Source: an optimization exercise on an open RTL-to-GDS flow (aim: small area, a short achievable clock period and few clock cycles). Production flows keep margins and buffers that such runs may drop.
Only simulation tests tie the RTL to the original design; equivalence was not proved.
Power is estimated from default activity; no workload was simulated.

==> design.v <==
package scfw_pkg;
   localparam int unsigned ENTRIES_DEF = 64;
   localparam int unsigned SLOT_W      = 6;
   localparam int unsigned SECTOR_W    = 32;
   localparam int unsigned OP_W        = 2;
   localparam logic [OP_W-1:0] OP_READ  = 2'd0;
   localparam logic [OP_W-1:0] OP_WRITE = 2'd1;
   localparam logic [OP_W-1:0] OP_FLUSH = 2'd2;
   typedef enum logic [5:0] {
      ST_IDLE      = 6'b000001,
      ST_SEARCH    = 6'b000010,
      ST_EVICT     = 6'b000100,
      ST_FLUSH_SCAN = 6'b001000,
      ST_FLUSH_RD  = 6'b010000,
      ST_RESP      = 6'b100000
   } state_type;
endpackage
module sector_cache_fifo_writeback
#(
   parameter int unsigned ENTRIES = scfw_pkg::ENTRIES_DEF
) (
   input  logic                clock,
   input  logic                reset,
   input  logic                req_valid,
   output logic                req_stall,
   input  logic [scfw_pkg::OP_W-1:0]     req_operation,
   input  logic [scfw_pkg::SECTOR_W-1:0] req_sector,
   output logic                rsp_valid,
   input  logic                rsp_stall,
   output logic                rsp_hit,
   output logic [scfw_pkg::SLOT_W-1:0]   rsp_slot,
   output logic                rsp_fill,
   output logic                rsp_writeback,
   output logic [scfw_pkg::SECTOR_W-1:0] rsp_writeback_sector,
   output logic                rsp_last
);
   localparam int unsigned IDX_W = $clog2(ENTRIES);
   localparam int unsigned SW    = scfw_pkg::SECTOR_W;
   localparam int unsigned RW    = 3 + IDX_W + SW + 1;  
   logic                  s1_v;
   logic [1:0]            s1_op;
   logic [SW-1:0]         s1_sec;
   logic                  s2_v;
   logic                  s2_fl;         
   logic                  s2_w;          
   logic [SW-1:0]         s2_sec;
   logic [ENTRIES-1:0]    s2_eq;         
   logic                  s2_cv;         
   logic                  s2_eqp;        
   logic                  s3_v;
   logic                  s3_fl;
   logic                  s3_w;
   logic [SW-1:0]         s3_sec;
   logic [ENTRIES-1:0]    s3_match;
   logic                  s3_miss;
   logic [IDX_W-1:0]      s3_pv;         
   logic                  fl_any;        
   logic [IDX_W-1:0]      sel_idx;       
   logic                  sel_last;
   logic [ENTRIES*SW-1:0] tag_ff;
   logic [ENTRIES-1:0]    dirty_ff;
   logic [IDX_W:0]        dcnt_ff;       
   logic [IDX_W-1:0]      p_ff;
   logic                  full_ff;
   logic                  out_v, skid_v;
   logic [RW-1:0]         out_r, skid_r;
   logic                  stall_ff;
   assign req_stall = stall_ff;
   assign rsp_valid = out_v;
   assign {rsp_hit, rsp_slot, rsp_fill, rsp_writeback, rsp_writeback_sector, rsp_last} = out_r;
   logic [ENTRIES-1:0] lt, valid, eq, pend_oh;
   logic               pend_v, eq_pend, eq_prev;
   assign pend_v  = s3_v & ~s3_fl & s3_miss;
   assign eq_pend = (s3_sec == s1_sec);
   assign eq_prev = (s2_sec == s1_sec);
   always_comb begin
      for (int i = 0; i < ENTRIES; i++) begin
         lt[i]      = (IDX_W'(i) < p_ff);
         valid[i]   = full_ff | lt[i];
         pend_oh[i] = pend_v && (s3_pv == IDX_W'(i));
         eq[i]      = pend_oh[i] ? eq_pend
                                 : (valid[i] && (tag_ff[i*SW +: SW] == s1_sec));
      end
   end
   logic [ENTRIES-1:0] corr_oh, match;
   logic               corr_v, miss;
   assign corr_v = s2_cv & s3_miss;
   always_comb begin
      for (int i = 0; i < ENTRIES; i++) begin
         corr_oh[i] = corr_v && (s3_pv == IDX_W'(i));
         match[i]   = corr_oh[i] ? s2_eqp : s2_eq[i];
      end
   end
   assign miss = ~|match;
   logic [ENTRIES-1:0] pv_oh, sel_oh;
   logic [IDX_W-1:0]   hit_slot;
   always_comb begin
      hit_slot = '0;
      for (int i = 0; i < ENTRIES; i++) begin
         pv_oh[i]  = (s3_pv == IDX_W'(i));
         sel_oh[i] = (sel_idx == IDX_W'(i));
         if (s3_match[i]) hit_slot = hit_slot | IDX_W'(i);
      end
   end
   logic [IDX_W-1:0] rd_idx;
   logic [SW-1:0]    rd_data;
   assign rd_idx  = s3_fl ? sel_idx : s3_pv;
   assign rd_data = tag_ff[rd_idx*SW +: SW];
   logic room, rw_go, zero_go, emit_go, s3_done, s2_adv, s1_adv, push, wb;
   logic [RW-1:0] res;
   assign room    = ~skid_v;
   assign rw_go   = s3_v & ~s3_fl & room;
   assign zero_go = s3_v &  s3_fl & ~fl_any & room;
   assign emit_go = s3_v &  s3_fl &  fl_any & room;
   assign s3_done = rw_go | zero_go | (emit_go & sel_last);
   assign push    = rw_go | zero_go | emit_go;
   assign s2_adv  = s2_v & (~s3_v | s3_done);
   assign s1_adv  = s1_v & (~s2_v | s2_adv);
   assign wb      = s3_miss & dirty_ff[s3_pv];
   always_comb begin
      if (s3_fl)
         res = {1'b0, (fl_any ? sel_idx : IDX_W'(0)), 1'b0, fl_any,
                (fl_any ? rd_data : SW'(0)), (fl_any ? sel_last : 1'b1)};
      else
         res = {~s3_miss, (s3_miss ? s3_pv : hit_slot), s3_miss, wb,
                (wb ? rd_data : SW'(0)), 1'b1};
   end
   logic [ENTRIES-1:0] dirty_in;
   always_comb begin
      dirty_in = dirty_ff;
      if (rw_go) begin
         for (int i = 0; i < ENTRIES; i++) begin
            if (s3_miss && pv_oh[i]) dirty_in[i] = s3_w;
            else if (s3_w && s3_match[i]) dirty_in[i] = 1'b1;
         end
      end
      if (emit_go) dirty_in = dirty_ff & ~sel_oh;
   end
   logic old_d, d_inc, d_dec, c0, c1, c2, any_n, one_n;
   logic [IDX_W:0] dcnt_in;
   assign old_d = s3_miss ? dirty_ff[s3_pv] : |(s3_match & dirty_ff);
   assign d_inc = rw_go & s3_w & ~old_d;
   assign d_dec = (rw_go & s3_miss & ~s3_w & old_d) | emit_go;
   assign c0    = (dcnt_ff == '0);
   assign c1    = (dcnt_ff == (IDX_W+1)'(1));
   assign c2    = (dcnt_ff == (IDX_W+1)'(2));
   assign any_n = d_inc | (~c0 & ~(d_dec & c1));
   assign one_n = (d_inc & c0) | (~d_inc & ~d_dec & c1) | (d_dec & c2);
   always_comb begin
      dcnt_in = dcnt_ff;
      if (d_inc) dcnt_in = dcnt_ff + 1'b1;
      if (d_dec) dcnt_in = dcnt_ff - 1'b1;
   end
   logic [ENTRIES-1:0] fm;
   logic               any_d, any_m, sel_ld;
   logic [IDX_W-1:0]   enc_d, enc_m, next_sel;
   assign fm = dirty_in & ~(lt & {ENTRIES{full_ff}});
   scfw_lsb #(.N(ENTRIES), .W(IDX_W)) u_enc_d (.v(dirty_in), .any(any_d), .one(),      .idx(enc_d));
   scfw_lsb #(.N(ENTRIES), .W(IDX_W)) u_enc_m (.v(fm),       .any(any_m), .one(),      .idx(enc_m));
   assign next_sel = any_m ? enc_m : enc_d;
   assign sel_ld   = (s2_adv & s2_fl) | (emit_go & ~sel_last);
   logic s1_v_n, s2_v_n, s3_v_n, s3_fl_n, fl_any_n, sel_last_n, skid_v_n, out_v_n, pop;
   logic s3_done_n;
   assign pop = out_v & ~rsp_stall;
   always_comb begin
      s1_v_n = s1_v & ~s1_adv;
      if (~stall_ff) s1_v_n = req_valid & (req_operation != 2'd3);
      s2_v_n     = s1_adv | (s2_v & ~s2_adv);
      s3_v_n     = s2_adv | (s3_v & ~s3_done);
      s3_fl_n    = s2_adv ? s2_fl : s3_fl;
      fl_any_n   = sel_ld ? any_n : fl_any;
      sel_last_n = sel_ld ? one_n : sel_last;
      out_v_n  = out_v;
      skid_v_n = skid_v;
      if (~out_v | pop) begin
         if (skid_v) begin
            out_v_n  = 1'b1;
            skid_v_n = 1'b0;
         end else begin
            out_v_n  = push;
         end
      end else if (push) begin
         skid_v_n = 1'b1;
      end
      s3_done_n = ~skid_v_n & (~s3_fl_n | ~fl_any_n | sel_last_n);
   end
   always_ff @(posedge clock) begin
      if (reset) begin
         s1_v     <= 1'b0;
         s2_v     <= 1'b0;
         s3_v     <= 1'b0;
         dirty_ff <= '0;
         dcnt_ff  <= '0;
         p_ff     <= '0;
         full_ff  <= 1'b0;
         out_v    <= 1'b0;
         skid_v   <= 1'b0;
         stall_ff <= 1'b0;
      end else begin
         s1_v     <= s1_v_n;
         s2_v     <= s2_v_n;
         s3_v     <= s3_v_n;
         dirty_ff <= dirty_in;
         dcnt_ff  <= dcnt_in;
         if (s2_adv && !s2_fl && miss) begin
            p_ff <= p_ff + 1'b1;
            if (p_ff == IDX_W'(ENTRIES - 1)) full_ff <= 1'b1;
         end
         out_v    <= out_v_n;
         skid_v   <= skid_v_n;
         stall_ff <= s1_v_n & s2_v_n & ~(~s3_v_n | s3_done_n);
      end
   end
   always_ff @(posedge clock) begin
      if (~stall_ff) begin
         s1_op  <= req_operation;
         s1_sec <= req_sector;
      end
      if (s1_adv) begin
         s2_fl  <= s1_op[1];
         s2_w   <= s1_op[0];
         s2_sec <= s1_sec;
         s2_eq  <= eq;
         s2_cv  <= s2_v & ~s2_fl;
         s2_eqp <= eq_prev;
      end
      if (s2_adv) begin
         s3_fl    <= s2_fl;
         s3_w     <= s2_w;
         s3_sec   <= s2_sec;
         s3_match <= match;
         s3_miss  <= miss;
         s3_pv    <= p_ff;
      end
      fl_any   <= fl_any_n;
      sel_last <= sel_last_n;
      if (sel_ld) sel_idx <= next_sel;
      if (~out_v | pop) begin
         if (skid_v) out_r <= skid_r;
         else if (push) out_r <= res;
      end else if (push) begin
         skid_r <= res;
      end
   end
   for (genvar g = 0; g < ENTRIES; g++) begin : g_tag
      always_ff @(posedge clock) begin
         if (rw_go && s3_miss && pv_oh[g]) tag_ff[g*SW +: SW] <= s3_sec;
      end
   end
endmodule
module scfw_lsb
#(
   parameter int unsigned N = 64,
   parameter int unsigned W = 6
) (
   input  logic [N-1:0] v,
   output logic         any,
   output logic         one,
   output logic [W-1:0] idx
);
   logic [2*N-1:0]   a, m;
   logic [2*N*W-1:0] ix;
   always_comb begin
      a  = '0;
      m  = '0;
      ix = '0;
      for (int j = 0; j < N; j++) begin
         a[N+j]           = v[j];
         ix[(N+j)*W +: W] = W'(j);
      end
      for (int n = N - 1; n >= 1; n--) begin
         a[n]          = a[2*n] | a[2*n+1];
         m[n]          = m[2*n] | m[2*n+1] | (a[2*n] & a[2*n+1]);
         ix[n*W +: W]  = a[2*n] ? ix[2*n*W +: W] : ix[(2*n+1)*W +: W];
      end
   end
   assign any = a[1];
   assign one = a[1] & ~m[1];
   assign idx = ix[W +: W];
endmodule
==> run.sh <==
#!/bin/bash
# synth_recipe.tcl (not shown) runs the flow's synth.tcl, then flattens the netlist and writes it again
# the make line also repeats each setting of config.mk as NAME=value (left out here)
make -C /OpenROAD-flow-scripts/flow DESIGN_CONFIG=/design/flow/config.mk WORK_HOME=/design/flow/orfs CLKGATE_MAP_FILE= SYNTH_SCRIPT=/design/flow/synth_recipe.tcl finish
==> config.mk <==
export PLATFORM = sky130hd
export DESIGN_NAME = sector_cache_fifo_writeback
export DESIGN_NICKNAME = sector_cache_fifo_writeback
export VERILOG_FILES = /design/flow/design.v
export SDC_FILE = /design/flow/constraint.sdc
export NUM_CORES = 4
export LEC_CHECK = 0
export CAP_MARGIN = 20
export CORE_MARGIN = 2
export CORE_UTILIZATION = 60
export PLACE_DENSITY = 0.7
export SLEW_MARGIN = 20
==> constraint.sdc <==
create_clock -name core_clock -period 6.0 [get_ports {clock}]
set_input_delay 1.2000 -clock core_clock [delete_from_list [all_inputs] [get_ports {clock}]]
set_output_delay 1.2000 -clock core_clock [all_outputs]
set_load 0.01 [all_outputs]
==> run_results.csv <==
group,metric,value,unit
critical_path,worstReg2RegStart,"s3_fl$_DFF_P_",
clocking,cts_resized,0,
timing,maxSlewViolCount,0,
route,post_drt_wl_per_cell,48.3,um
critical_path,startpoint_type,"flip-flop",
power,leakagePower,45.7,nW
clocking,htreeDepth,5,
synth,synth_flop_cell,"edfxtp_1",
hold_path,hold-path-endpoint,"s2_w$_DFFE_PP_",
route,vias,96100,
global_route,grt_pass1_vias,89500,
global_route,overflow,0,
power,p_per_area,296,nW/um^2
die,rows,167,
route,first_iter_violations,21900,
synth,netlist_area,125000,sq um
global_route,grt_usage,54.9,%
power,p_seq_share,45.3,%
clocking,clk_pin_slew,0.07,ns
route,vias_per_cell,7.89,
power,comb_power_share,14.7,%
clocking,cts.sinks,2463,
critical_path,worstPathMaxFanout,66,
critical_path,critical_path_class,"reg2reg",
synth,synth.most_common_cell,"edfxtp_1",
synth,syn_area_per_cell,14.0,sq um
flow_run,cap_violations,0,
synth,synthCells,8967,
die,coreArea,207000,sq um
power,max-vdd-ir-drop,398,uV
synth,synth_seq_cells,2463,
layout,fillCellCount,14400,
die,dieArea,213000,sq um
layout,syn_to_final_growth,12.7,%
synth,syn_nets,9013,
synth,async_flop_share,0,%
hold_path,min_path_cells,0,
synth,ys_top_cells_by_area,"edfxtp_1, mux4_2, xor2_1",
placement,gp_congestion,1.14,
power,switching_share,27.6,%
timing,period_needed,5.36,ns
critical_path,crit_path_end_kind,"flip-flop",
clocking,ctsLongestPathBuffers,4,
power,p_switching,11.6,mW
critical_path,r2r_cells,12,
synth,synth_common_cells,"edfxtp_1, xor2_1, xnor2_1",
timing,hold_viol_final,0,
layout,final_util,68.2,%
die,start_util,60.5,%
global_route,grt_max_degree,133,
clocking,cts_tree,"built",
route,wirelength,588000,um
route,antenna_left,0,
die,die_w,461,um
die,fp.dieH,461,um
power,internal_power,30.3,mW
timing,tightest_slew,1.42,ns
clocking,cts_setup_buffers,0,
clocking,insertion_delay,0.98,ns
synth,synth.largest_area_cell,"edfxtp_1",
critical_path,crit_path_start,"s3_fl$_DFF_P_",
hold_path,hold_class,"reg2reg",
synth,synth_edf_count,2376,
timing,slew_headroom,5.14,%
layout,final_nets,9193,
timing,finalCritPeriodShare,89.4,%
clocking,cts-root-buf,"clkbuf_16",
critical_path,worstPathRequired,6.83,ns
die,io-pin-count,82,
timing,fmax,186,MHz
timing,setup_viol,0,
synth,ys_warn_count,2,
status,status,"finished clean",
placement,portBuffers,81,
placement,dp_hpwl,408000,um
timing,rsz0062_at_grt,"false",
route,route.detailed.drc,0,
critical_path,critPathArrivalTime,6.19,ns
timing,fin_skew,0.0920,ns
clocking,postCtsHoldBufs,0,
critical_path,regToRegEndpoint,"out_r[20]$_DFFE_PP_",
synth,synth-seq-area-share,58.3,%
clocking,cts_buffers,281,
synth,netlist.area_leader.share,56.9,%
global_route,grt_antenna_before_repair,83,
hold_path,hp-start,"s1_op[0]$_DFFE_PN_",
route,detail_route.first_pass.iterations,10,
layout,drive_above_1_share,17.1,%
global_route,grt_pass1_wl,778000,um
synth,synth_cell_types,96,
critical_path,reg2reg_slack,0.64,ns
power,clock_power_share,40.1,%
timing,setup_tns,0,ns
[registers in the layout, summed over array words and instances, names as in the netlist, 2 cells and up]
| register | count |
|---|---|
| s3_sec | 32 |
| s1_op | 2 |
| sel_idx | 6 |
| p_ff | 6 |
| skid_r | 42 |
| s3_pv | 6 |
| out_r | 42 |
| s2_eq | 64 |
| s2_sec | 32 |
| dirty_ff | 64 |
| tag_ff | 2048 |
| s1_sec | 32 |
| dcnt_ff | 7 |
| s3_match | 64 |
[logic make-up after synthesis]
group                    count (synthesis)  share of synthesized area [%]
AO/OA/AOI/OAI                          850                           4.92
adder cells (fa/ha/maj)                  8                         0.0798
multiplexers                           642                           10.5
XOR/XNOR                              2123                           14.8
flip-flops                            2463                           58.3
buffers and inverters                  715                           2.23
AND/OR/NAND/NOR                       2166                           9.20
[power by group through the flow]
stage | clock network [mW] | logic, mW | registers [mW]
2_1_floorplan | 0 | 3.11 | 19.3
3_3_place_gp | 0 | 5.60 | 19.3
6_report | 16.8 | 6.15 | 19.0
4_1_cts | 16.6 | 5.65 | 19.0
5_1_grt | 17.2 | 6.03 | 19.0
3_5_place_dp | 0 | 5.62 | 19.3
[through the flow]
step | worst slack (ns) | area [sq um] | hold WS [ns] | instances | power, mW
after global routing | 0.814 | 141000 | 0.439 | 12100 | 42.2
after global placement | 1.19 | 132000 | 0.413 | 11600 | 24.9
after floorplan | 0.298 | 125000 | 0.400 | 8967 | 22.4
after detailed placement | 1.10 | 132000 | 0.414 | 11600 | 24.9
final | 0.636 | 141000 | 0.421 | 12200 | 41.9
after CTS | 1.12 | 141000 | 0.430 | 12100 | 41.2
[layer usage]
layer,wire length [um],GRT usage [%],up-vias
met4,66900,47.6,60
met5,834,0.482,-
li1,-,-,34900
met1,180000,65.5,47200
met2,235000,73.8,11100
met3,106000,26.2,2888
[area by class of cell]
| type | instances | area [sq um] | area share (%) |
|---|---|---|---|
| Inverter | 41 | 156 | 0.111 |
| Tap cell | 2788 | 3490 | 2.47 |
| Antenna cell | 48 | 120 | 0.0849 |
| Clock inverter | 122 | 1090 | 0.773 |
| Multi-Input combinational cell | 5789 | 50400 | 35.6 |
| Sequential cell | 2463 | 73100 | 51.7 |
| Clock buffer | 358 | 7480 | 5.29 |
| Timing Repair Buffer | 571 | 5580 | 3.95 |
[critical path, stage by stage, from the launching register on]
cell and delay, ns:
dfxtp_1 0.71, buf_4 0.30, buf_4 0.26, mux2i_4 0.36, buf_12 0.32, buf_12 0.42, mux4_2 0.32, nand2_1 0.07
and3_1 0.37, a311oi_1 0.55, a311o_1 0.93, o311a_1 0.36, mux2_2 0.16
[cell usage in the layout, fill, tap and decap left out, drive strengths merged, types with 14 or more instances in the layout]
cell / netlist / routed
o211ai: 14 / 14
or2: 14 / 14
nor3: 84 / 84
o31ai: 120 / 120
a32oi: 15 / 15
nor2b: 57 / 57
a31oi: 40 / 40
a22oi: 34 / 34
and2: 21 / 21
edfxtp: 2376 / 2376
clkbuf: 396 / 359
o311a: 34 / 34
nand3: 184 / 184
dfxtp: 87 / 87
mux2i: 28 / 28
nand2: 655 / 655
o21ai: 130 / 130
inv: 40 / 48
a21oi: 101 / 101
nand2b: 18 / 18
o22ai: 56 / 56
nor2: 198 / 198
xor2: 1273 / 1273
or4: 19 / 19
diode: 0 / 48
mux4: 531 / 531
a311oi: 89 / 89
clkinv: 1 / 93
xnor2: 850 / 850
o2111ai: 36 / 36
and3: 99 / 99
mux2: 83 / 83
buf: 278 / 490
nor4: 432 / 432
o22a: 16 / 16
a211oi: 20 / 20
bufinv: 0 / 19
clkdlybuf4s50: 0 / 80
nand4: 293 / 293
a311o: 25 / 25
[how the worst max path moves through the flow]
| stage | to | slack (ns) | depth (start not counted) |
|---|---|---|---|
| after global placement | sel_idx[1]$_DFFE_PN_ | 1.19 | 12 |
| after CTS | sel_idx[1]$_DFFE_PN_ | 1.12 | 12 |
| final | out_r[20]$_DFFE_PP_ | 0.64 | 12 |
| after floorplan | sel_idx[1]$_DFFE_PN_ | 0.30 | 12 |
| after detailed placement | sel_idx[1]$_DFFE_PN_ | 1.10 | 12 |
| after global routing | sel_idx[0]$_DFFE_PN_ | 0.81 | 13 |
Testbench counts, summed over its fixed seeds: cycles 5,133.

==> static timing again, ports no longer ideal <==
The flow's constraints put no driver on any port. The routed layout listed below was extracted and timed again, unchanged, in two steps. Step 1, drivers: a clkbuf_16 drives clock and a buf_2 each remaining input, both assumed. Step 2 moves the port delays by t, midway between the first and last clock arrival at a register: inputs arrive t later, outputs are due t later. That takes back most of the time a late clock gives input paths. Slacks: ideal / step 1 / step 2; pairs: ideal / step 1.
t, ns: 1.030
setup WS [ns]: 0.636 / 0.636 / 0.636
worst setup path at the end: register to register
clock arrival spread, ns: 0.093 / 0.093
worst register clock-pin slew, ns: 0.07 / 0.07
After both steps setup and hold are still met in this run. The setup slack of this run moves by 0.000 ns with the drivers and by 0.000 ns with both steps.
